Source: an optimization exercise on an open RTL-to-GDS flow (aim: small area). Production flows keep margins and buffers that such runs may drop.
Only simulation tests tie the RTL to the original design; equivalence was not proved.
Power figures rest on the tool's default switching activity, not on a simulated workload.

### flow/standard.sh
#!/bin/bash
# synth_recipe.tcl (not shown) runs the flow's synth.tcl, then flattens the netlist and writes it again
# the make line also repeats each setting of config.mk as NAME=value (left out here)
make -C /OpenROAD-flow-scripts/flow DESIGN_CONFIG=/design/flow/config.mk WORK_HOME=/design/flow/orfs CLKGATE_MAP_FILE= SYNTH_SCRIPT=/design/flow/synth_recipe.tcl "${@:-finish}"
### flow/config.mk
export PLATFORM = sky130hd
export DESIGN_NAME = cube_display_driver
export DESIGN_NICKNAME = cube_display_driver
export VERILOG_FILES = /design/flow/design.v
export SDC_FILE = /design/flow/constraint.sdc
export NUM_CORES = 4
export LEC_CHECK = 0
export CAP_MARGIN = 20
export CORE_MARGIN = 2
export CORE_UTILIZATION = 60
export CTS_BUF_LIST = sky130_fd_sc_hd__clkbuf_8
export CTS_CLUSTER_DIAMETER = 60
export CTS_CLUSTER_SIZE = 20
export SLEW_MARGIN = 20
export SYNTH_HIERARCHICAL = 1
### flow/constraint.sdc
create_clock -name core_clock -period 5.0 [get_ports {Clk}]
set_input_delay 1.0000 -clock core_clock [delete_from_list [all_inputs] [get_ports {Clk}]]
set_output_delay 1.0000 -clock core_clock [all_outputs]
set_load 0.01 [all_outputs]
### flow/design.v
package cube_pkg;
  localparam int N_SIDE     = 8;
  localparam int N_CELLS    = 512;
  localparam int LAYER_BITS = 64;
  typedef enum logic [1:0] {
    ST_START = 2'd0,
    ST_SHIFT = 2'd1,
    ST_LATCH = 2'd2,
    ST_HOLD  = 2'd3
  } disp_state_t;
  function automatic int idx(input int x,
                          input int y,
                          input int z);
    idx = z * 64 + y * 8 + x;
  endfunction
  function automatic int cnt_width(input int a, input int b);
    cnt_width = (((a > b) ? a : b) < 2) ? 1 : $clog2((a > b) ? a : b);
  endfunction
endpackage
module frame_cell (
  input  logic c,
  input  logic take,
  input  logic keep,
  input  logic q,
  output logic d
);
  assign d = ~((c | keep) & (q | take));
endmodule
module aoi3 (
  input  logic [2:0] d,
  input  logic [2:0] s,
  output logic       y_n
);
  assign y_n = ~|(d & s);
endmodule
module sel8 (
  input  logic [7:0] d,
  input  logic [7:0] s,
  output logic       y
);
  logic [1:0] p_n;
  aoi3 u_a (.d(d[2:0]), .s(s[2:0]), .y_n(p_n[0]));
  aoi3 u_b (.d(d[5:3]), .s(s[5:3]), .y_n(p_n[1]));
  assign y = ~(p_n[0] & p_n[1] & ~(d[6] & s[6]) & ~(d[7] & s[7]));
endmodule
module layer_serializer (
  input  logic [511:0] frame,
  input  logic [2:0]   lo,
  input  logic [2:0]   hi,
  input  logic [2:0]   z,
  output logic         bit_o
);
  logic [7:0]  s1, s2, s3;
  logic [63:0] l1;
  logic [7:0]  l2;
  always_comb begin
    for (int i = 0; i < 8; i++) begin
      s1[i] = (lo == 3'(i));
      s2[i] = (hi == 3'(i));
      s3[i] = (z  == 3'(i));
    end
  end
  for (genvar g = 0; g < 64; g++) begin : g_l1
    sel8 u_sel (.d(frame[g*8 +: 8]), .s(s1), .y(l1[g]));
  end
  for (genvar h = 0; h < 8; h++) begin : g_l2
    sel8 u_sel (.d(l1[h*8 +: 8]), .s(s2), .y(l2[h]));
  end
  sel8 u_l3 (.d(l2), .s(s3), .y(bit_o));
endmodule
import cube_pkg::*;
module cube_display_driver
#(
  parameter int CLK_DIV    = 2,
  parameter int LAYER_HOLD = 64
) (
  input  logic                  Clk,
  input  logic                  Reset,
  input  logic [N_CELLS-1:0]    Cells,
  input  logic                  Cells_valid,
  output logic                  Frame_taken,
  output logic                  SR_data,
  output logic                  SR_clk,
  output logic                  SR_latch,
  output logic [N_SIDE-1:0]     Layer_en,
  output logic                  Frame_done
);
  logic [8:0]         pos;
  logic [2:0]         z;
  logic               shown;       
  logic [N_CELLS-1:0] frame_buf;
  logic [N_CELLS-1:0] cells_ord;
  logic [8:0]         pos_inc;
  logic               sr_data_q;   
  logic               sr_data_nx;
  logic               sr_load;
  logic start, shift, latch, hold, last, capture, hold_n, dat;
  assign start   = pos[8] & pos[7];
  assign shift   = ~pos[8];
  assign latch   = pos[8] & ~pos[7] & ~pos[6] & (pos[5:0] == 6'd0);
  assign hold    = pos[8] & ~pos[7] & ~latch;
  assign last    = pos[8] & ~pos[7] & pos[6];
  assign capture = start & (z == 3'd0) & Cells_valid & ~Reset;
  assign hold_n  = ~(pos[8] & pos[6] & pos[5] & (z == 3'd0) & Cells_valid & ~Reset);
  assign pos_inc = pos + 9'd1;
  assign sr_load    = &pos[1:0];
  assign sr_data_nx = (shown | capture) & ~pos_inc[8] &
                      (capture ? Cells[LAYER_BITS-1] : dat);
  always_ff @(posedge Clk or posedge Reset) begin
    if (Reset) begin
      pos       <= '1;
      z         <= 3'd0;
      shown     <= 1'b0;
      sr_data_q <= 1'b0;
    end else begin
      pos       <= last ? 9'h1ff : pos_inc;
      if (sr_load) begin
        sr_data_q <= sr_data_nx;
      end
      if (last) begin
        z <= z + 3'd1;
      end
      if (capture) begin
        shown <= 1'b1;
      end
    end
  end
  always_comb begin
    for (int l = 0; l < N_SIDE; l++) begin
      for (int k = 0; k < LAYER_BITS; k++) begin
        cells_ord[l*LAYER_BITS + k] =
          Cells[l*LAYER_BITS + LAYER_BITS - 1 - ((k + 1) % LAYER_BITS)];
      end
    end
  end
  logic [N_CELLS-1:0] frame_nx;
  for (genvar i = 0; i < N_CELLS; i++) begin : g_cell
    frame_cell u_cell (
      .c      (cells_ord[i]),
      .take   (capture),
      .keep   (hold_n),
      .q      (frame_buf[i]),
      .d      (frame_nx[i])
    );
  end
  always_ff @(posedge Clk) begin
    frame_buf <= frame_nx;
  end
  layer_serializer u_ser (
    .frame (frame_buf),
    .lo    (pos[4:2]),
    .hi    (pos[7:5]),
    .z     (z),
    .bit_o (dat)
  );
  assign Frame_taken = capture;
  assign SR_data     = sr_data_q;
  assign SR_clk      = shift & pos[1];
  assign SR_latch    = latch;
  assign Frame_done  = last & (z == 3'd7);
  always_comb begin
    Layer_en = '0;
    Layer_en[z] = hold;
  end
endmodule
### flow/flow/run.sh
#!/bin/bash
# Standard ORFS layout, with the port buffers made from the smallest buffer
# cell instead of the one buffer_ports picks by itself.
set -euo pipefail
export BUFFER_PORTS_ARGS="-buffer_cell sky130_fd_sc_hd__buf_1"
bash standard.sh finish > flow_make.log 2>&1
==> results of run 1 <==
cell families (layout without fill, tap and decap cells):
logic type / after synthesis / count (layout) / synth area share (%)
mux: 2 / 2 / 0.134
other cells: 0 / 15 / 0
simple gates: 138 / 138 / 4.71
flops: 526 / 526 / 62.9
compound gates: 740 / 740 / 31.3
xor+xnor: 5 / 5 / 0.260
fa+ha+maj: 6 / 6 / 0.445
buf+inv: 10 / 622 / 0.223
registers in the layout (all words and copies together), names as in the netlist:
| signal | count |
|---|---|
| frame_buf | 512 |
| pos | 9 |
| z | 3 |
| shown | 1 |
| sr_data_q | 1 |
worst reg2reg max path: cells and delay by family (launching register included):
kind,cells,cell delay (ns)
simple gates,5,1.16
flops,1,0.66
compound gates,4,1.38
buf+inv,1,0.44
path summary, 6_finish.rpt:
| kind | endpoint | cells after the start |
|---|---|---|
| setup reg to reg | sr_data_q | 10 |
| max in group asynchronous | z[2] | 2 |
| setup / recovery | sr_data_q | 10 |
| hold / removal | frame_buf[382] | 1 |
| hold reg to reg | frame_buf[382] | 1 |
| min in group asynchronous | sr_data_q | 2 |
metal layers:
| metal | GRT usage, % | up-vias |
|---|---|---|
| met1 | 47.3 | 7834 |
| met5 | 0 | - |
| met2 | 60.4 | 976 |
| met4 | 19.5 | 6 |
| li1 | - | 7502 |
| met3 | 10.1 | 180 |
metrics by stage:
stage | utilization [%] | hold slack (ns) | area (um2) | setup WS (ns)
after floorplan | - | 0.411 | 16900 | -1.74
after global placement | 70.6 | 0.417 | 19600 | 1.48
after detailed placement | 70.6 | 0.427 | 19600 | 1.35
after CTS | 73.6 | 0.432 | 20400 | 1.33
after global routing | 73.7 | 0.453 | 20400 | 1.15
final | 73.7 | 0.441 | 20400 | 1.24
Yosys stat by module (local to each module, per instance):
module,flip-flops and latches,times used,cells inside
frame_cell,0,512,1
sel8,0,73,2
layer_serializer,0,1,24
aoi3,0,146,1
cube_display_driver,526,1,599
layout make-up:
type	count	area [um2]	area share [%]
sequential	526	10600	52.0
multi-input combinational	891	6250	30.6
timing repair buffer	550	2190	10.7
clock buffer	44	606	2.97
tap	378	473	2.32
clock inverter	18	213	1.04
inverter	10	41.3	0.202
antenna	15	37.5	0.184
report_power, final:
group | switching [W] | leakage [nW] | total (W) | internal (W)
sequential | 0 | 4.86 | 0.00419 | 0.00419
combinational | 0.0000839 | 2.06 | 0.000173 | 0.0000891
clock | 0.00140 | 0.414 | 0.00240 | 0.000996
synth_stat cells, types with 3 or more instances:
cell type  count  area [um2]
a222oi_1     146        1460
a22oi_1       73         548
a31oi_1        3        18.8
and3_2         3        22.5
and3b_2        9        90.1
dfrtp_1        5         125
dfstp_2        9         236
dfxtp_1      512       10200
ha_1           6        75.1
inv_1         10        37.5
nand2_1        9        33.8
nand2b_1       4        25.0
nand3_1       76         380
nor2_1         8        30.0
nor3_1         6        30.0
nor3b_1       11        82.6
o22ai_1      512        3200
xnor2_1        4        35.0
==> run summary, run 1 <==
CP Cell Sequence=and3b_2 > buf_4 > a222oi_1 > nand3_1 > a222oi_1 > nand3_1 > a222oi_1 > nand3_1 > nand3_1 > a221oi_1; Synth warnings=8; pin count of the biggest net entering global routing=266; Pwr Total=0.00676 W; fill count=2106; antenna violations before repair=16; Site Rows=61; Num CTS Buffers=37; Synth Flop Type=dfxtp_1; launch point of the worst reg-to-reg path=pos[4]; WL met1=22200 um; peak supply drop=0.299 mV; CP startpoint kind=register; Syn Inst Count=1427; Port Buffers=527; #FFs+latches synth=526; Syn Std Cell Area=16900 um2; status=timing/DRC/antenna clean; Initial Util=60.8%; Post-synth EDFFs=0; final setup fails=0; worst hold path class=reg2reg; full die area=29500 um2; share of the cycle needed by the critical path after routing=75.2%; crit path DAT=4.20 ns; cell family contributing the most delay on the critical path=compound AO/OA/AOI/OAI gates; vias in the first global route=15300; library cells used by synthesis=36; clk_skew=0.0204 ns; top layer in use=met5; CTS tree=built; total power per unit cell area=331 nW/um2; Synth async-reset ratio=2.66%; WP data required=5.44 ns; Setup Fix Bufs, Post-CTS=0; RSZ-0062 raised after global routing=false; DR vias=16500; Core ar.=27700 um2; sequential fraction of the synthesis area=62.9%; Post-CTS Hold Buffers=0; vias per inst=6.78; slowest CP cell=dfstp_2; Chip Height=172 um; Critical path buffers and inverters=1; fin nets=2537; CTS max path bufs=3; Min-Delay Startpoint=frame_buf[382]; Clk Latency, worst-skew pair=0.57 ns; drt drc=0; CTS sink cnt=526; max_slew headroom=24.0%; Detail Placement HPWL=40800 um; H-Tree Depth=2; routability cong.=0.864; initial drt markers=2424; post-cts resize count=0; post-route ant nets=0; cell mode on critical path=nand3_1; DR WL met2=27500 um; width of the die=172 um; final hold vios=0; First-pass DRT Iterations=10; first-pass GRT wire length=86800 um; achievable clock frequency=266 MHz; final instance count without filler cells=2432; Max Cap Viol=0; share of layout cells above drive strength 1=5.84%; Post-Route WL=59600 um; CP endpoint kind=register; DR WL/cell=24.5 um; Worst-Margin Slew=1.14 ns; Top Ports=528; critical path type=reg2reg; Leak=7.33 nW; max-slew violation count=0; commonest non-fill, non-tap cells in the layout=buf_1, o22ai_1, dfxtp_1, a222oi_1, nand3_1; flop-to-flop setup slack=1.24 ns; syn nets=1948; commonest non-fill, non-tap cell in the layout=buf_1; placed insts=2355; GRT Overall Usage=37.9%; P&R area growth vs syn=21.1%; synthesized area per cell=11.8 um2; Tmin final=3.76 ns; WL met3=6780 um; CP startpoint=pos[4]; global route total overflow=0; clock slew at reported path FFs=0.12 ns; crit-path max cell delay=0.66 ns; setup TNS=0 ns; Root Buffer=clkbuf_8; Critical Path Fanout Max=42
==> inputs of run 2 (changes only) <==
==> flow/flow/run.sh (replaced) <==
#!/bin/bash
# Standard ORFS layout, with the port buffers made from the smallest buffer
# cell instead of the one buffer_ports picks by itself, and a clock tree
# without dummy balancing loads.
set -euo pipefail
export BUFFER_PORTS_ARGS="-buffer_cell sky130_fd_sc_hd__buf_1"
export CTS_ARGS="-sink_clustering_enable -repair_clock_nets -sink_clustering_size 20 -sink_clustering_max_diameter 60 -buf_list sky130_fd_sc_hd__clkbuf_8 -dont_use_dummy_load"
bash standard.sh finish > flow_make.log 2>&1
--- a/flow/config.mk
+++ b/flow/config.mk
@@ -8,5 +8,5 @@
 export CAP_MARGIN = 20
 export CORE_MARGIN = 2
-export CORE_UTILIZATION = 60
+export CORE_UTILIZATION = 70
 export CTS_BUF_LIST = sky130_fd_sc_hd__clkbuf_8
 export CTS_CLUSTER_DIAMETER = 60
==> run summary, run 2 <==
post-cts resize count=0 (unchanged); vias in the first global route=16000 (+4.4%); full die area=25300 um2 (-14%); width of the die=159 um (-7.2%); multi-input logic area=6250 um2 (unchanged); Synth Flop Type=dfxtp_1; achievable clock frequency=271 MHz (+2.0%); drt drc=0 (unchanged); r2r endpoint=sr_data_q; critical path type=reg2reg; Sequential Area=10600 um2 (unchanged); CP startpoint kind=register; routability cong.=0.929 (+7.4%); Post-CTS Hold Buffers=0 (unchanged); peak supply drop=0.312 mV (+4.1%); max reg flops=512 (unchanged); share of the cycle needed by the critical path after routing=73.7% (-1.5 points); Synth area leaders=dfxtp_1, o22ai_1, a222oi_1; DR WL/cell=25.6 um (+4.5%); Synth top area share=60.8% (unchanged); #FFs+latches synth=526 (unchanged); final hold vios=0 (unchanged); commonest non-fill, non-tap cell in the layout=buf_1; CP Cell Sequence=and3b_2 > buf_4 > a222oi_1 > nand3_1 > a222oi_1 > nand3_1 > a222oi_1 > nand3_1 > nand3_1 > a221oi_1; Clk Latency, worst-skew pair=0.63 ns (+0.06 ns); Initial Util=71.6% (+11 points); First-pass DRT Iterations=15 (+5); leading area contributor after synthesis=dfxtp_1; Reg with most FFs=frame_buf; Post-Route WL=60100 um (+0.83%); post-route ant nets=0 (unchanged); Worst Reg-to-Reg Cells=10 (unchanged); Post-synth EDFFs=0 (unchanged); slowest CP cell=dfstp_2; WP data required=5.51 ns (+0.07 ns); crit path DAT=4.19 ns (about the same); fin nets=2532 (-0.20%); Worst-Margin Slew=1.06 ns (-0.0800 ns); Leak=7.16 nW (-2.4%); total power per unit cell area=306 nW/um2 (-7.5%); cell family contributing the most delay on the critical path=compound AO/OA/AOI/OAI gates; Detail Placement HPWL=41200 um (+1.1%); Num CTS Buffers=30 (-19%); Final Core Density=85.0% (+11 points); max-slew violation count=0 (unchanged); antenna violations before repair=16 (unchanged); sequential fraction of the synthesis area=62.9% (unchanged); Top Ports=528 (unchanged); Critical path buffers and inverters=1 (unchanged); Synth async-reset ratio=2.66% (unchanged); RSZ-0062 raised after global routing=false; max_slew headroom=29.4% (+5.3 points); CTS max path bufs=3 (unchanged); launch point of the worst reg-to-reg path=pos[4]; Synth warnings=8 (unchanged); P&R area growth vs syn=18.7%; Chip Height=159 um (-7.2%); global route total overflow=0 (unchanged); Syn Std Cell Area=16900 um2 (unchanged); crit-path max cell delay=0.65 ns (about the same); Syn Inst Count=1427 (unchanged); synthesized area per cell=11.8 um2 (unchanged); library cells used by synthesis=36 (unchanged); status=timing/DRC/antenna clean; clock slew at reported path FFs=0.12 ns (about the same); top flop regs=frame_buf (512), pos (9), z (3); Site Rows=56 (-8.2%); Tmin final=3.69 ns (-0.0737 ns); Critical Path Fanout Max=37 (-12%); DR vias=17000 (+3.2%); vias per inst=7.25 (+6.9%); Root Buffer=clkbuf_8; Port Buffers=527 (unchanged); cell mode on critical path=nand3_1; first-pass GRT wire length=89000 um (+2.5%); pin count of the biggest net entering global routing=287 (+7.9%); setup TNS=0 ns (unchanged); GRT Overall Usage=44.1% (+6.2 points); H-Tree Depth=1 (-1); flop-to-flop setup slack=1.31 ns (+0.07 ns); fill count=1379 (-35%); initial drt markers=3198 (+32%); syn nets=1948 (unchanged); Core ar.=23500 um2 (-15%); final setup fails=0 (unchanged); worst hold path class=in2async; CP endpoint kind=register; CTS tree=built; CTS sink cnt=526 (unchanged); synth cell count leaders=dfxtp_1, o22ai_1, a222oi_1; clk_skew=0.0296 ns (+0.00923 ns); Max Cap Viol=0 (unchanged); share of layout cells above drive strength 1=4.48% (-1.4 points); Setup Fix Bufs, Post-CTS=0 (unchanged); commonest non-fill, non-tap cells in the layout=buf_1, o22ai_1, dfxtp_1, a222oi_1, nand3_1
## run 2: cell count changes in the layout (fill, tap and decap cells not counted), sizes merged
cell / change
inv: -5
clkbuf: -14
clkinvlp: -3
buf: +2
clkinv: -7
diode: +4
bufinv: -3
## run 2: through the flow
step	hold WS (ns)	total power (W)	setup WS (ns)	area [um2]	cells
5_1_grt	0.418	0.00626	1.24	20000	2344
2_1_floorplan	0.411	0.00429	-1.74	16900	1427
3_5_place_dp	0.427	0.00446	1.40	19500	2296
4_1_cts	0.378	0.00610	1.36	19900	2326
3_3_place_gp	0.417	0.00446	1.48	19500	2296
6_report	0.378	0.00613	1.31	20000	2347
## run 2: routing by layer
metal | part of all wire, % | GRT usage (%)
met3 | 13 | 11.1
met2 | 45 | 70.3
met5 | 0 | 0
met1 | 35 | 54.6
met4 | 7.2 | 26.4
## run 2: worst max path at each step
stage	from	depth (start not counted)	endpoint
after global routing	z[0]	7	Frame_taken
after floorplan	Reset	4	frame_buf[0]
after global placement	pos[4]	10	sr_data_q
after detailed placement	pos[4]	10	sr_data_q
after CTS	z[0]	7	Frame_taken
final	pos[4]	10	sr_data_q
## run 2: worst register-to-register path: cells and delay by family (launching register included)
kind                   cells  cell delay [ns]
AO/OA/AOI/OAI              4             1.40
AND/OR/NAND/NOR            5             1.13
flip-flops                 1             0.65
buffers and inverters      1             0.40
## run 2: power by group
| group | internal [W] | switching [W] |
|---|---|---|
| Clock | 0.000540 | 0.00121 |
| Sequential | 0.00419 | 0 |
| Combinational | 0.0000892 | 0.0000979 |
## run 2: layout make-up
cell class | count | area share [%]
Clock buffer | 30 | 2.06
Sequential cell | 526 | 53.0
Antenna cell | 19 | 0.238
Timing Repair Buffer | 552 | 11.2
Multi-Input combinational cell | 891 | 31.2
Inverter | 10 | 0.206
Tap cell | 319 | 2.00
## run 2: kinds of logic (layout without fill, tap and decap cells)
logic type	count (synthesis)	count (layout)	share of synthesized area, %
AOI/OAI and AO/OA	740	740	31.3
other	0	19	0
muxes	2	2	0.134
DFF	526	526	62.9
and+or+nand+nor	138	138	4.71
xor gates and xnor gates	5	5	0.260
adders and majority gates	6	6	0.445
buffers and inverters	10	592	0.223
## run 2: per-module statistics from Yosys, one instance, submodules excluded
module / cell area, um2 / times used / flip-flops and latches
aoi3: 10.0 / 146 / 0
cube_display_driver: 11100 / 1 / 526
frame_cell: 6.26 / 512 / 0
layer_serializer: 195 / 1 / 0
sel8: 12.5 / 73 / 0
==> inputs of run 3 (changes only) <==
--- a/flow/config.mk
+++ b/flow/config.mk
@@ -8,5 +8,5 @@
 export CAP_MARGIN = 20
 export CORE_MARGIN = 2
-export CORE_UTILIZATION = 70
+export CORE_UTILIZATION = 60
 export CTS_BUF_LIST = sky130_fd_sc_hd__clkbuf_8
 export CTS_CLUSTER_DIAMETER = 60
==> run summary, run 3 <==
status=timing/DRC/antenna clean; Reg with most FFs=frame_buf; critical path type=reg2reg; H-Tree Depth=2 (+1); Final Core Density=72.6% (-12 points); clock slew at reported path FFs=0.10 ns (-0.02 ns); Max Cap Viol=0 (unchanged); Worst-Margin Slew=1.19 ns (+0.133 ns); Clk Latency, worst-skew pair=0.57 ns (-0.06 ns); achievable clock frequency=270 MHz (-0.34%); clk_skew=0.0431 ns (+0.0135 ns); global route total overflow=0 (unchanged); Synth async-reset ratio=2.66% (unchanged); WP data required=5.43 ns (-0.08 ns); fill count=2158 (+56%); fin nets=2537 (+0.20%); vias per inst=6.83 (-5.9%); Leak=7.18 nW (+0.35%); Hold Crit Depth=1; routability cong.=0.864 (-6.9%); post-route ant nets=0 (unchanged); peak supply drop=0.268 mV (-14%); CP endpoint kind=register; Critical Path Fanout Max=42 (+14%); CTS sink cnt=526 (unchanged); Core ar.=27700 um2 (+18%); library cells used by synthesis=36 (unchanged); CTS max path bufs=3 (unchanged); syn nets=1948 (unchanged); launch point of the worst reg-to-reg path=pos[4]; Initial Util=60.8% (-11 points); max-slew violation count=0 (unchanged); drt drc=0 (unchanged); Syn Std Cell Area=16900 um2 (unchanged); crit path DAT=4.13 ns (-0.06 ns); First-pass DRT Iterations=11 (-4); Port Buffers=527 (unchanged); final setup fails=0 (unchanged); leading area contributor after synthesis=dfxtp_1; Worst Reg-to-Reg Cells=10 (unchanged); Synth top area share=60.8% (unchanged); commonest non-fill, non-tap cell in the layout=buf_1; Site Rows=61 (+8.9%); commonest non-fill, non-tap cells in the layout=buf_1, o22ai_1, dfxtp_1, a222oi_1, nand3_1; Cell Area, Placed=19600 um2 (+0.38%); sequential fraction of the synthesis area=62.9% (unchanged); setup TNS=0 ns (unchanged); share of the cycle needed by the critical path after routing=74.0% (+0.25 points); Sequential Area=10600 um2 (unchanged); Syn Inst Count=1427 (unchanged); total power per unit cell area=313 nW/um2 (+2.1%); RSZ-0062 raised after global routing=false; synthesized area per cell=11.8 um2 (unchanged); CTS tree=built; r2r endpoint=sr_data_q; worst slack at placement=1.35 ns (-0.0504 ns); max_slew headroom=20.5% (-8.9 points); vias in the first global route=15200 (-4.7%); max reg flops=512 (unchanged); share of layout cells above drive strength 1=4.72% (+0.24 points); initial drt markers=2416 (-24%); final hold vios=0 (unchanged); Min-Delay Startpoint=frame_buf[422]; Post-Route WL=59200 um (-1.6%); Top Ports=528 (unchanged); multi-input logic area=6250 um2 (unchanged); largest family of logic cells by synthesized area=compound AO/OA/AOI/OAI gates; Post-CTS Hold Buffers=0 (unchanged); #FFs+latches synth=526 (unchanged); Compound-Gate Fraction of Synth Area=31.3% (unchanged); synth cell count leaders=dfxtp_1, o22ai_1, a222oi_1; first-pass GRT wire length=86500 um (-2.8%); Synth Flop Type=dfxtp_1; XOR/XNOR share of the synthesized area=0.260% (unchanged); pin count of the biggest net entering global routing=266 (-7.3%); post-cts resize count=0 (unchanged); Tmin final=3.70 ns (+0.0127 ns); full die area=29500 um2 (+16%); Post-Synth Adder-Cell Area=0.445% (unchanged); GRT Overall Usage=37.7% (-6.4 points); mux cell area share after synthesis=0.134% (unchanged); width of the die=172 um (+7.8%); Post-Layout Inst Area=20100 um2 (+0.51%); Simple-Gate Fraction of Synth Area=4.71% (unchanged); Root Buffer=clkbuf_8; Post-synth EDFFs=0 (unchanged); Synth warnings=8 (unchanged); top flop regs=frame_buf (512), pos (9), z (3); Num CTS Buffers=37 (+23%); Synth area leaders=dfxtp_1, o22ai_1, a222oi_1; worst hold path class=reg2reg; CP startpoint kind=register; Setup Fix Bufs, Post-CTS=0 (unchanged); final worst slack=1.30 ns (-0.0127 ns); Chip Height=172 um (+7.8%); Worst Hold End=frame_buf[422]; antenna violations before repair=15 (-1); flop-to-flop setup slack=1.30 ns (about the same); DR WL/cell=24.6 um (-4.0%); DR vias=16400 (-3.5%); Detail Placement HPWL=40800 um (-1.1%); P&R area growth vs syn=19.3%
run 3: cell counts after synthesis:
No cell type changed its count.
run 3: per-layer routing:
metal  global-route usage [%]  vias to the layer above  wire length [um]
met2                     60.4                      956             27700
met1                     47.4                     7847             22100
met5                        0                        -                37
met4                     18.2                        6              2800
li1                         -                     7460                 -
met3                     10.0                      153              6560
run 3: critical path, stage by stage (launching register included):
cell and delay (ns):
dfstp_2 0.65, and3b_2 0.57, buf_4 0.40, a222oi_1 0.35, nand3_1 0.19, a222oi_1 0.52
nand3_1 0.15, a222oi_1 0.38, nand3_1 0.13, nand3_1 0.11, a221oi_1 0.09
run 3: cell families (layout without fill, tap and decap cells):
family	count (synthesis)	in the layout
mux	2	2
buf+inv	10	597
simple gates	138	138
xor+xnor	5	5
other cells	0	14
flops	526	526
compound gates	740	740
fa+ha+maj	6	6
run 3: final cells by class:
| class | instances | area share, % |
|---|---|---|
| Tap cell | 378 | 2.35 |
| Clock buffer | 37 | 2.53 |
| Multi-Input combinational cell | 891 | 31.1 |
| Sequential cell | 526 | 52.8 |
| Inverter | 10 | 0.205 |
| Antenna cell | 14 | 0.174 |
| Timing Repair Buffer | 550 | 10.9 |
run 3: how the worst max path moves through the flow:
stage / startpoint / end / slack (ns) / cells after the start
after global routing: pos[4] / sr_data_q / 1.17 / 10
final: pos[4] / sr_data_q / 1.30 / 10
after CTS: z[0] / Frame_taken / 1.34 / 7
after global placement: pos[4] / sr_data_q / 1.48 / 10
after floorplan: Reset / frame_buf[0] / -1.74 / 4
after detailed placement: pos[4] / sr_data_q / 1.35 / 10
run 3: metrics by stage:
step	hold slack [ns]	total power, W	instances
4_1_cts	0.437	0.00629	2392
2_1_floorplan	0.411	0.00429	1427
3_3_place_gp	0.417	0.00445	2355
6_report	0.440	0.00629	2406
5_1_grt	0.453	0.00646	2403
3_5_place_dp	0.427	0.00445	2355
run 3: power breakdown:
part           switching [W]  internal (W)
Combinational      0.0000835     0.0000891
Clock                0.00126      0.000671
Sequential                 0       0.00419
run 3: modules after synthesis, one instance, submodules excluded:
module,flops+latches,cells inside
layer_serializer,0,24
aoi3,0,1
frame_cell,0,1
cube_display_driver,526,599
sel8,0,2
==> inputs of run 4 (changes only) <==
==> flow/flow/run.sh (replaced) <==
#!/bin/bash
# Standard ORFS layout, with the port buffers made from the smallest buffer
# cell instead of the one buffer_ports picks by itself, and a clock tree
# without dummy balancing loads.
set -euo pipefail
export BUFFER_PORTS_ARGS="-buffer_cell sky130_fd_sc_hd__buf_1"
export CTS_ARGS="-sink_clustering_enable -repair_clock_nets -sink_clustering_size 10 -sink_clustering_max_diameter 40 -buf_list sky130_fd_sc_hd__clkbuf_4 -dont_use_dummy_load"
bash standard.sh finish > flow_make.log 2>&1
==> run summary, run 4 <==
XOR/XNOR share of the synthesized area=0.260% (unchanged); synth cell count leaders=dfxtp_1, o22ai_1, a222oi_1; max reg flops=512 (unchanged); Compound-Gate Fraction of Synth Area=31.3% (unchanged); share of layout cells above drive strength 1=5.89% (+1.2 points); synthesized area per cell=11.8 um2 (unchanged); total power per unit cell area=309 nW/um2 (-1.2%); achievable clock frequency=260 MHz (-4.0%); worst hold path class=in2async; WP data required=4.00 ns (-1.43 ns); CTS tree=built; CP endpoint kind=output pin; Leak=7.21 nW (+0.36%); Detail Placement HPWL=40800 um (unchanged); Tmin final=3.85 ns (+0.154 ns); #FFs+latches synth=526 (unchanged); Num CTS Buffers=61 (+65%); Post-synth EDFFs=0 (unchanged); largest family of logic cells by synthesized area=compound AO/OA/AOI/OAI gates; Core ar.=27700 um2 (unchanged); Simple-Gate Fraction of Synth Area=4.71% (unchanged); clock slew at reported path FFs=0.11 ns (about the same); Critical Path Fanout Max=15 (-64%); peak supply drop=0.248 mV (-7.6%); syn nets=1948 (unchanged); share of the cycle needed by the critical path after routing=77.1% (+3.1 points); Synth warnings=8 (unchanged); Initial Util=60.8% (unchanged); Pwr Total=0.00621 W (-1.3%); Top Ports=528 (unchanged); clk_skew=0.0629 ns (+0.0198 ns); DR vias=16500 (+0.65%); width of the die=172 um (unchanged); Synth top area share=60.8% (unchanged); vias per inst=6.80 (-0.39%); top flop regs=frame_buf (512), pos (9), z (3); First-pass DRT Iterations=10 (-1); Site Rows=61 (unchanged); H-Tree Depth=2 (unchanged); Max Cap Viol=0 (unchanged); post-route ant nets=0 (unchanged); Post-Route WL=59300 um (+0.22%); first-pass GRT wire length=87000 um (+0.55%); Syn Std Cell Area=16900 um2 (unchanged); Synth Flop Type=dfxtp_1; Syn Inst Count=1427 (unchanged); Post-Synth Adder-Cell Area=0.445% (unchanged); Synth async-reset ratio=2.66% (unchanged); fin nets=2562 (+0.99%); flop-to-flop setup slack=1.35 ns (+0.05 ns); library cells used by synthesis=36 (unchanged); r2r endpoint=sr_data_q; commonest non-fill, non-tap cells in the layout=buf_1, o22ai_1, dfxtp_1, a222oi_1, nand3_1; Clk Latency, worst-skew pair=0.77 ns (+0.20 ns); Worst-Margin Slew=1.13 ns (-0.0619 ns); vias in the first global route=15400 (+1.3%); P&R area growth vs syn=19.1%; Post-CTS Hold Buffers=0 (unchanged); drt drc=0 (unchanged); max-slew violation count=0 (unchanged); Min Hold Slack=0.271 ns (-0.169 ns); full die area=29500 um2 (unchanged); RSZ-0062 raised after global routing=false; final instance count without filler cells=2431 (+1.0%); sequential fraction of the synthesis area=62.9% (unchanged); CP startpoint kind=register; final worst slack=1.15 ns (-0.154 ns); status=timing/DRC/antenna clean; Chip Height=172 um (unchanged); GRT Overall Usage=38.0% (+0.28 points); Setup Fix Bufs, Post-CTS=0 (unchanged); routability cong.=0.864 (unchanged); max_slew headroom=24.3% (+3.8 points); final setup fails=0 (unchanged); Root Buffer=clkbuf_4; post-cts resize count=0 (unchanged); fill count=2191 (+1.5%); placed insts=2355 (unchanged); CTS max path bufs=3 (unchanged); initial drt markers=2280 (-5.6%); Port Buffers=527 (unchanged); antenna violations before repair=15 (unchanged); mux cell area share after synthesis=0.134% (unchanged); Synth area leaders=dfxtp_1, o22ai_1, a222oi_1; Worst Reg-to-Reg Cells=10 (unchanged); worst slack at placement=1.35 ns (unchanged); global route total overflow=0 (unchanged); critical path type=reg2out; leading area contributor after synthesis=dfxtp_1; pin count of the biggest net entering global routing=266 (unchanged); Reg with most FFs=frame_buf; CTS sink cnt=526 (unchanged); launch point of the worst reg-to-reg path=pos[4]; crit path DAT=2.85 ns (-1.28 ns); DR WL/cell=24.4 um (-0.81%); commonest non-fill, non-tap cell in the layout=buf_1; final hold vios=0 (unchanged)
-- run 4: worst max-delay path: stages (launching register included) --
cell and delay [ns]:
dfrtp_1 0.57, inv_1 0.13, ha_1 0.15, ha_1 0.17, and4b_1 0.35, nand2_1 0.18, clkinvlp_4 0.17, buf_1 0.37
-- run 4: cell type report --
class / instances / area, um2 / area share [%]
antenna: 14 / 35.0 / 0.174
clock buffer: 61 / 458 / 2.28
inverter: 10 / 41.3 / 0.206
multi-input combinational: 891 / 6250 / 31.1
sequential: 526 / 10600 / 52.8
tap: 378 / 473 / 2.35
timing repair buffer: 551 / 2220 / 11.0
-- run 4: metrics by stage --
stage | TNS [ns] | util, % | area, um2
after detailed placement | 0 | 70.6 | 19600
after floorplan | -893.71 | - | 16900
final | 0 | 72.5 | 20100
after global placement | 0 | 70.6 | 19600
after global routing | 0 | 72.5 | 20100
after CTS | 0 | 72.3 | 20000
-- run 4: cell families (layout without fill, tap and decap cells) --
kind of cell,count (synthesis),count (layout)
muxes,2,2
other,0,14
AOI/OAI and AO/OA,740,740
and+or+nand+nor,138,138
xor gates and xnor gates,5,5
adders and majority gates,6,6
DFF,526,526
buffers and inverters,10,622
-- run 4: layer usage --
metal | GRT usage (%) | vias up | wire, um
met5 | 0 | - | 37
met4 | 21.5 | 6 | 3340
met3 | 11.3 | 207 | 6810
met2 | 59.5 | 1007 | 27000
met1 | 46.9 | 7771 | 22100
li1 | - | 7537 | -
-- run 4: how the worst max path moves through the flow --
stage | from | endpoint | slack (ns) | cells past startpoint
final | z[0] | Frame_taken | 1.15 | 7
after global routing | z[0] | Frame_taken | 1.01 | 7
after CTS | z[0] | Frame_taken | 1.13 | 7
after detailed placement | pos[4] | sr_data_q | 1.35 | 10
after global placement | pos[4] | sr_data_q | 1.48 | 10
after floorplan | Reset | frame_buf[0] | -1.74 | 4
-- run 4: Yosys stat by module (local to each module, per instance) --
module               flops+latches  cells  area, um2
aoi3                             0      1       10.0
cube_display_driver            526    599      11100
frame_cell                       0      1       6.26
layer_serializer                 0     24        195
sel8                             0      2       12.5
-- run 4: report_power, final --
part | leakage (nW) | switching, W | internal (W) | total, W
logic | 2.07 | 0.0000834 | 0.0000891 | 0.000173
registers | 4.86 | 0 | 0.00419 | 0.00419
clock network | 0.281 | 0.00129 | 0.000557 | 0.00184
==> inputs of run 5 (changes only) <==
--- a/flow/config.mk
+++ b/flow/config.mk
@@ -8,5 +8,5 @@
 export CAP_MARGIN = 20
 export CORE_MARGIN = 2
-export CORE_UTILIZATION = 60
+export CORE_UTILIZATION = 70
 export CTS_BUF_LIST = sky130_fd_sc_hd__clkbuf_8
 export CTS_CLUSTER_DIAMETER = 60
==> run summary, run 5 <==
peak supply drop=0.290 mV (+17%); flop-to-flop setup slack=1.22 ns (-0.13 ns); launch point of the worst reg-to-reg path=pos[4]; CTS tree=built; WP data required=4.00 ns (about the same); post-cts resize count=0 (unchanged); Post-synth EDFFs=0 (unchanged); First-pass DRT Iterations=13 (+3); Synth async-reset ratio=2.66% (unchanged); share of layout cells above drive strength 1=5.79% (-0.092 points); commonest non-fill, non-tap cells in the layout=buf_1, o22ai_1, dfxtp_1, a222oi_1, nand3_1; Reg with most FFs=frame_buf; crit path DAT=2.81 ns (-0.04 ns); clk_skew=0.0629 ns (-0.00000990 ns); Post-Layout Inst Area=20000 um2 (-0.44%); syn nets=1948 (unchanged); drt drc=0 (unchanged); final instance count without filler cells=2370 (-2.5%); achievable clock frequency=263 MHz (+1.3%); CP endpoint kind=output pin; Port Buffers=527 (unchanged); final setup fails=0 (unchanged); placed insts=2296 (-2.5%); initial drt markers=2910 (+28%); Synth Flop Type=dfxtp_1; Chip Height=159 um (-7.2%); routability cong.=0.929 (+7.4%); Tmin final=3.80 ns (-0.0483 ns); H-Tree Depth=2 (unchanged); RSZ-0062 raised after global routing=false; Syn Std Cell Area=16900 um2 (unchanged); Synth top area share=60.8% (unchanged); DR WL/cell=25.2 um (+3.4%); synth cell count leaders=dfxtp_1, o22ai_1, a222oi_1; Post-Route WL=59800 um (+0.79%); max reg flops=512 (unchanged); CTS sink cnt=526 (unchanged); first-pass GRT wire length=89400 um (+2.8%); library cells used by synthesis=36 (unchanged); P&R area growth vs syn=18.6%; global route total overflow=0 (unchanged); Core ar.=23500 um2 (-15%); Post-CTS Hold Buffers=0 (unchanged); Detail Placement HPWL=41200 um (+1.1%); final hold vios=0 (unchanged); leading area contributor after synthesis=dfxtp_1; top flop regs=frame_buf (512), pos (9), z (3); pin count of the biggest net entering global routing=287 (+7.9%); Clk Latency, worst-skew pair=0.75 ns (-0.02 ns); Setup Fix Bufs, Post-CTS=0 (unchanged); Critical Path Fanout Max=15 (unchanged); share of the cycle needed by the critical path after routing=76.1% (-0.97 points); synthesized area per cell=11.8 um2 (unchanged); r2r endpoint=sr_data_q; Worst-Margin Slew=1.12 ns (-0.00708 ns); fin nets=2560 (-0.078%); max_slew headroom=25.1% (+0.80 points); fill count=1412 (-36%); max-slew violation count=0 (unchanged); Initial Util=71.6% (+11 points); Top Ports=528 (unchanged); Synth area leaders=dfxtp_1, o22ai_1, a222oi_1; commonest non-fill, non-tap cell in the layout=buf_1; Synth warnings=8 (unchanged); full die area=25300 um2 (-14%); Site Rows=56 (-8.2%); worst hold path class=in2async; Final Core Density=84.9% (+12 points); clock slew at reported path FFs=0.10 ns (about the same); CP startpoint kind=register; Num CTS Buffers=59 (-3.3%); vias per inst=7.24 (+6.5%); Root Buffer=clkbuf_4; width of the die=159 um (-7.2%); Syn Inst Count=1427 (unchanged); GRT Overall Usage=44.4% (+6.4 points); vias in the first global route=16200 (+5.1%); Leak=7.20 nW (-0.13%); critical path type=reg2out; #FFs+latches synth=526 (unchanged); total power per unit cell area=310 nW/um2 (+0.17%); DR vias=17200 (+3.8%); sequential fraction of the synthesis area=62.9% (unchanged); antenna violations before repair=13 (-2); Cell Area, Placed=19500 um2 (-0.38%); post-route ant nets=0 (unchanged); Max Cap Viol=0 (unchanged); Worst Reg-to-Reg Cells=10 (unchanged); CTS max path bufs=3 (unchanged); status=timing/DRC/antenna clean; Min Hold Slack=0.266 ns (-0.00437 ns)
-- run 5: changes by cell type in the layout (fill, tap and decap cells not counted) --
cell,previous run,this run
clkbuf_4,61,59
-- run 5: kinds of logic after synthesis --
logic type / share of synthesized area, %
compound gates: 31.3
flops: 62.9
simple gates: 4.71
buf+inv: 0.223
fa+ha+maj: 0.445
xor+xnor: 0.260
mux: 0.134
-- run 5: layer usage --
metal  up-vias  share of wire [%]  global-route usage, %
met5         -                  0                      0
met4         0                7.2                   28.8
met3       292                 13                   11.2
met2      1432                 45                   69.2
met1      7925                 35                   55.2
li1       7510                  -                      -
-- run 5: area by class of cell --
class / count / area, um2 / area share, %
clock buffer: 59 / 443 / 2.22
tap: 319 / 399 / 2.00
multi-input combinational: 891 / 6250 / 31.3
timing repair buffer: 551 / 2220 / 11.1
sequential: 526 / 10600 / 53.1
antenna: 14 / 35.0 / 0.175
inverter: 10 / 41.3 / 0.206
-- run 5: report_power, final --
| part | switching [W] | leakage, nW | internal [W] |
|---|---|---|---|
| Combinational | 0.0000974 | 2.07 | 0.0000892 |
| Sequential | 0 | 4.86 | 0.00419 |
| Clock | 0.00127 | 0.272 | 0.000540 |
| Total | 0.00137 | 7.20 | 0.00482 |
-- run 5: metrics by stage --
stage                     setup WS [ns]  setup TNS, ns  power (W)
after CTS                          1.19              0    0.00616
after global routing               1.07              0    0.00634
after floorplan                   -1.74        -893.71    0.00429
after global placement             1.48              0    0.00446
after detailed placement           1.40              0    0.00446
final                              1.20              0    0.00619
-- run 5: worst max-delay path by stage --
| stage | from | endpoint | slack [ns] | cells past startpoint |
|---|---|---|---|---|
| CTS | z[0] | Frame_taken | 1.19 | 7 |
| finish | z[0] | Layer_en[7] | 1.20 | 5 |
| detailed placement | pos[4] | sr_data_q | 1.40 | 10 |
| floorplan | Reset | frame_buf[0] | -1.74 | 4 |
| global route | z[0] | Frame_taken | 1.07 | 7 |
| global placement | pos[4] | sr_data_q | 1.48 | 10 |
-- run 5: per-module statistics from Yosys (local to each module, per instance) --
module / cells inside / flops+latches
cube_display_driver: 599 / 526
frame_cell: 1 / 0
layer_serializer: 24 / 0
sel8: 2 / 0
aoi3: 1 / 0
-- run 5: worst max-delay path: stages (launching register included) --
cell and delay [ns]:
dfrtp_1 0.63, inv_1 0.09, ha_1 0.22, ha_1 0.36, nor3_1 0.54, buf_1 0.21

[static timing again, ports no longer ideal]
No port has a modelled driver above. Below, the same layouts with a new extraction and two added sets of constraints. Step 1: set_driving_cell puts a clkbuf_16 on Clk and a buf_2 on each other input, an assumption about the parent block. Step 2 times the ports against the registers' clock, not the clock port: input delays grow and output delays shrink by t, the midpoint of the rising clock arrivals with the driver on. Slacks: no drivers / after step 1 / after step 2; pairs: no drivers / after step 1.
| run | t, ns | setup WS [ns] | latest minus earliest clock arrival (ns) | slew at the worst register clock pin (ns) | pins driven straight from the clock port |
|---|---|---|---|---|---|
| run 1 | 0.611 | 1.239 / 1.239 / 1.239 | 0.033 / 0.033 | 0.12 / 0.12 | 1 |
| run 2 | 0.667 | 1.313 / 1.288 / 1.313 | 0.030 / 0.030 | 0.12 / 0.12 | 1 |
| run 3 | 0.599 | 1.300 / 1.279 / 1.300 | 0.043 / 0.043 | 0.12 / 0.12 | 1 |
| run 4 | 0.786 | 1.147 / 1.097 / 1.349 | 0.065 / 0.065 | 0.11 / 0.11 | 1 |
| run 5 | 0.766 | 1.195 / 1.149 / 1.221 | 0.069 / 0.068 | 0.11 / 0.11 | 1 |
After both steps setup and hold are still met in every run listed.
